Context: an optimization exercise on an open-source flow, tuned for small area. The choices shown serve that exercise and are no tape-out recipe. Only simulation tests tie the RTL to the original design; equivalence was not proved. Power is estimated from default activity; no workload was simulated.

==> v16: inputs <==
==> flow/design.v (excerpt) <==
module bn_top
(
  input  logic           clk_i,
  input  logic           rst_n_i,
  input  logic [15:0]    x_i,
  input  logic           x_valid_i,
  input  logic           mode_i,
  input  logic [31:0]    param_i,
  input  logic           param_valid_i,
  output logic [15:0]    y_o,
  output logic           y_valid_o
);
Settings: LEC_CHECK=0, CAP_MARGIN=20, CORE_MARGIN=2, CORE_UTILIZATION=50, SLEW_MARGIN=20, SYNTH_HIERARCHICAL=1; clock period 15.0 ns.
standard.sh (not shown) runs the stock make flow with config.mk's settings and CLKGATE_MAP_FILE= SYNTH_SCRIPT=/design/flow/synth_recipe.tcl, a recipe that flattens the netlist after the stock synthesis.
==> flow/flow/run.sh <==
#!/bin/bash
# Standard ORFS layout with these changes: combinational cells that synthesis
# upsized start at drive strength 1 (placement repair upsizes where needed),
# the clock tree uses clkbuf_4 and no dummy loads, and port buffers are buf_1.
set -euo pipefail
export RESULTS=$PWD/orfs/results/${FLOW_PLATFORM:-sky130hd}/bn_top/base
bash standard.sh synth > synth.log 2>&1
openroad -no_init -exit flow/downsize.tcl > downsize.log 2>&1
bash standard.sh \
  "CTS_ARGS=-sink_clustering_enable -repair_clock_nets -dont_use_dummy_load -buf_list sky130_fd_sc_hd__clkbuf_4" \
  "BUFFER_PORTS_ARGS=-buffer_cell sky130_fd_sc_hd__buf_1" \
  finish > layout.log 2>&1
==> flow/flow/downsize.tcl <==
# Set every combinational cell that synthesis upsized back to its smallest
# drive strength (_1); placement and timing repair upsize again where needed.
# Registers, tie cells and buffers are left alone.
set R $::env(RESULTS)
read_db $R/1_synth.odb
set db [ord::get_db]
set block [ord::get_db_block]
set n 0
foreach inst [$block getInsts] {
  set m [[$inst getMaster] getName]
  if {![regexp {^(sky130_fd_sc_hd__([a-z0-9]+))_([0-9]+)$} $m -> base kind sz]} { continue }
  if {$sz <= 1} { continue }
  if {[regexp {^(df|edf|sdf|dl|conb|tap|fill|decap|clk|buf|dlygate|probe|lpflow)} $kind]} { continue }
  set new [$db findMaster ${base}_1]
  if {$new eq "NULL" || $new eq ""} { continue }
  $inst swapMaster $new
  incr n
}
puts "downsized $n instances"
write_db $R/1_synth.odb
==> v1 (differences from v16) <==
--- a/flow/design.v
+++ b/flow/design.v
@@ -383,66 +383,34 @@
   wire n442; or_c u286 (.a(n380), .b(n379), .y(n442));
   wire n443 = (n380 & n379) | (n441 & n442);
   wire n444; or_c u287 (.a(n382), .b(n381), .y(n444));
   wire n445 = (n382 & n381) | (n443 & n444);
   wire n446; or_c u288 (.a(n384), .b(n383), .y(n446));
   wire n447 = (n384 & n383) | (n445 & n446);
   wire n448; or_c u289 (.a(n386), .b(n385), .y(n448));
   wire n449 = (n386 & n385) | (n447 & n448);
-  wire n450, n451; ha_c u290 (.a(n388), .b(n387), .s(n450), .co(n451));
-  wire n452; xor_c u291 (.a(n450), .b(n449), .y(n452));
-  wire n453; ao_c u292 (.g(n451), .p(n450), .c(n449), .co(n453));
-  wire n454, n455; ha_c u293 (.a(n390), .b(n389), .s(n454), .co(n455));
-  wire n456; xor_c u294 (.a(n454), .b(n453), .y(n456));
-  wire n457; ao_c u295 (.g(n455), .p(n454), .c(n453), .co(n457));
-  wire n458, n459; ha_c u296 (.a(n392), .b(n391), .s(n458), .co(n459));
-  wire n460; xor_c u297 (.a(n458), .b(n457), .y(n460));
-  wire n461; ao_c u298 (.g(n459), .p(n458), .c(n457), .co(n461));
-  wire n462, n463; ha_c u299 (.a(n394), .b(n393), .s(n462), .co(n463));
-  wire n464; xor_c u300 (.a(n462), .b(n461), .y(n464));
-  wire n465; ao_c u301 (.g(n463), .p(n462), .c(n461), .co(n465));
-  wire n466, n467; ha_c u302 (.a(n396), .b(n395), .s(n466), .co(n467));
-  wire n468; xor_c u303 (.a(n466), .b(n465), .y(n468));
-  wire n469; ao_c u304 (.g(n467), .p(n466), .c(n465), .co(n469));
-  wire n470, n471; ha_c u305 (.a(n398), .b(n397), .s(n470), .co(n471));
-  wire n472; xor_c u306 (.a(n470), .b(n469), .y(n472));
-  wire n473; ao_c u307 (.g(n471), .p(n470), .c(n469), .co(n473));
-  wire n474, n475; ha_c u308 (.a(n400), .b(n399), .s(n474), .co(n475));
-  wire n476; xor_c u309 (.a(n474), .b(n473), .y(n476));
-  wire n477; ao_c u310 (.g(n475), .p(n474), .c(n473), .co(n477));
-  wire n478, n479; ha_c u311 (.a(n402), .b(n401), .s(n478), .co(n479));
-  wire n480; xor_c u312 (.a(n478), .b(n477), .y(n480));
-  wire n481; ao_c u313 (.g(n479), .p(n478), .c(n477), .co(n481));
-  wire n482, n483; ha_c u314 (.a(n404), .b(n403), .s(n482), .co(n483));
-  wire n484; xor_c u315 (.a(n482), .b(n481), .y(n484));
-  wire n485; ao_c u316 (.g(n483), .p(n482), .c(n481), .co(n485));
-  wire n486, n487; ha_c u317 (.a(n406), .b(n405), .s(n486), .co(n487));
-  wire n488; xor_c u318 (.a(n486), .b(n485), .y(n488));
-  wire n489; ao_c u319 (.g(n487), .p(n486), .c(n485), .co(n489));
-  wire n490, n491; ha_c u320 (.a(n408), .b(n407), .s(n490), .co(n491));
-  wire n492; xor_c u321 (.a(n490), .b(n489), .y(n492));
-  wire n493; ao_c u322 (.g(n491), .p(n490), .c(n489), .co(n493));
-  wire n494, n495; ha_c u323 (.a(n154), .b(n409), .s(n494), .co(n495));
-  wire n496; xor_c u324 (.a(n494), .b(n493), .y(n496));
-  wire n497; ao_c u325 (.g(n495), .p(n494), .c(n493), .co(n497));
-  wire n498, n499; ha_c u326 (.a(beta[11]), .b(n155), .s(n498), .co(n499));
-  wire n500; xor_c u327 (.a(n498), .b(n497), .y(n500));
-  wire n501; ao_c u328 (.g(n499), .p(n498), .c(n497), .co(n501));
-  wire n502, n503; ha_c u329 (.a(beta[12]), .b(n156), .s(n502), .co(n503));
-  wire n504; xor_c u330 (.a(n502), .b(n501), .y(n504));
-  wire n505; ao_c u331 (.g(n503), .p(n502), .c(n501), .co(n505));
-  wire n506, n507; ha_c u332 (.a(beta[13]), .b(n157), .s(n506), .co(n507));
-  wire n508; xor_c u333 (.a(n506), .b(n505), .y(n508));
-  wire n509; ao_c u334 (.g(n507), .p(n506), .c(n505), .co(n509));
-  wire n510, n511; ha_c u335 (.a(n145), .b(beta[14]), .s(n510), .co(n511));
-  wire n512; xor_c u336 (.a(n510), .b(n509), .y(n512));
-  wire n513; ao_c u337 (.g(n511), .p(n510), .c(n509), .co(n513));
-  wire n514, n515; ha_c u338 (.a(1'b1), .b(n513), .s(n514), .co(n515));
-  assign q = {n514, n512, n508, n504, n500, n496, n492, n488, n484, n480, n476, n472, n468, n464, n460, n456, n452};
+  wire n450, n451; fa_c u290 (.a(n388), .b(n387), .c(n449), .s(n450), .co(n451));
+  wire n452, n453; fa_c u291 (.a(n390), .b(n389), .c(n451), .s(n452), .co(n453));
+  wire n454, n455; fa_c u292 (.a(n392), .b(n391), .c(n453), .s(n454), .co(n455));
+  wire n456, n457; fa_c u293 (.a(n394), .b(n393), .c(n455), .s(n456), .co(n457));
+  wire n458, n459; fa_c u294 (.a(n396), .b(n395), .c(n457), .s(n458), .co(n459));
+  wire n460, n461; fa_c u295 (.a(n398), .b(n397), .c(n459), .s(n460), .co(n461));
+  wire n462, n463; fa_c u296 (.a(n400), .b(n399), .c(n461), .s(n462), .co(n463));
+  wire n464, n465; fa_c u297 (.a(n402), .b(n401), .c(n463), .s(n464), .co(n465));
+  wire n466, n467; fa_c u298 (.a(n404), .b(n403), .c(n465), .s(n466), .co(n467));
+  wire n468, n469; fa_c u299 (.a(n406), .b(n405), .c(n467), .s(n468), .co(n469));
+  wire n470, n471; fa_c u300 (.a(n408), .b(n407), .c(n469), .s(n470), .co(n471));
+  wire n472, n473; fa_c u301 (.a(n154), .b(n409), .c(n471), .s(n472), .co(n473));
+  wire n474, n475; fa_c u302 (.a(beta[11]), .b(n155), .c(n473), .s(n474), .co(n475));
+  wire n476, n477; fa_c u303 (.a(beta[12]), .b(n156), .c(n475), .s(n476), .co(n477));
+  wire n478, n479; fa_c u304 (.a(beta[13]), .b(n157), .c(n477), .s(n478), .co(n479));
+  wire n480, n481; fa_c u305 (.a(n145), .b(beta[14]), .c(n479), .s(n480), .co(n481));
+  wire n482, n483; ha_c u306 (.a(1'b1), .b(n481), .s(n482), .co(n483));
+  assign q = {n482, n480, n478, n476, n474, n472, n470, n468, n466, n464, n462, n460, n458, n456, n454, n452, n450};
 endmodule
 module fa_c (input wire a, input wire b, input wire c, output wire s, output wire co);
   assign s  = a ^ b ^ c;
   assign co = (a & b) | (c & (a ^ b));
 endmodule
 module ha_c (input wire a, input wire b, output wire s, output wire co);
   assign s  = a ^ b;
   assign co = a & b;
==> flow/flow/run.sh (replaced) <==
#!/bin/bash
# Standard ORFS layout with these changes: combinational cells that synthesis
# upsized start at drive strength 1 (placement repair upsizes where needed),
# the clock tree uses clkbuf_4 in clusters of at most 9 sinks and no dummy
# loads, and port buffers are buf_1.
set -euo pipefail
export RESULTS=$PWD/orfs/results/${FLOW_PLATFORM:-sky130hd}/bn_top/base
bash standard.sh synth > synth.log 2>&1
openroad -no_init -exit flow/downsize.tcl > downsize.log 2>&1
bash standard.sh \
  "CTS_ARGS=-sink_clustering_enable -repair_clock_nets -dont_use_dummy_load -buf_list sky130_fd_sc_hd__clkbuf_4 -sink_clustering_size 9 -sink_clustering_max_diameter 40" \
  "BUFFER_PORTS_ARGS=-buffer_cell sky130_fd_sc_hd__buf_1" \
  finish > layout.log 2>&1
==> metrics list <==
* Clock edge transition at the registers on the reported setup and hold paths: 0.06 ns
* Total routed wire length on the met1 layer: approximately 22 mm
- Minimum hold slack: 0.428 ns
- Run status: timing/DRC/antenna clean
- For this run, global-route usage on met1 was measured as 0.374.
* Area growth syn-to-layout: 8.80%
- Ratio of final minimum period to clock period: 0.680
- Leakage power of the design: around 7.5 nW
* RR Startpoint: mxn_q[0]$_DFFE_PP_
* Share of total power in sequential cells: 0.387
* Global-route met2 utilization: 0.364
- FF-to-FF path depth: 21
Source of the figures above: v16

==> metrics list <==
- The run finished with no timing, DRC or antenna violations.
- Max-cap violations: 0
- Dividing the final minimum period by the clock period gives 0.859.
- Total routed wire length on the met1 layer: ~22 mm
* Top power consumer group: sequential cells
- Across all hold checks on the routed design, the worst slack comes to 0.434 ns.
* Area growth syn-to-layout: 6.89%
* Share of total power in sequential cells: 0.417
- Fin Clk Skew: ~0.12 ns
* RR Startpoint: bgam_q[3]$_DFFE_PP_
- For met2 alone, demand over resource in global routing was 0.375.
* Leakage power of the design: between 7 and 8 nW
- GRT met1 Usage: 0.368
Source of the figures above: v1

re-timing with driven ports:
How much do the figures lean on ideal ports? The routed layouts below were timed once more, with nothing changed but the port constraints.
Step 1 sets driving cells, clkbuf_16 on the clock port and buf_2 on the other inputs (assumed; they add their load-dependent delay and slew).
Step 2 moves the port delays by t, midway between the first and last clock arrival at a register: inputs arrive t later, outputs are due t later. That takes back most of the time a late clock gives input paths.
Three values: ideal ports, drivers, drivers and shift; two values: the first two.
run	t, ns	setup WS [ns]	latest minus earliest clock arrival (ns)
v16	0.742	4.801 / 4.834 / 4.092	0.166 / 0.166
v1	0.736	2.113 / 2.113 / 2.113	0.122 / 0.123
After both steps every run listed still meets setup and hold. The setup slack of v16, which loses most, moves by +0.033 ns with the drivers and by -0.709 ns with both steps.
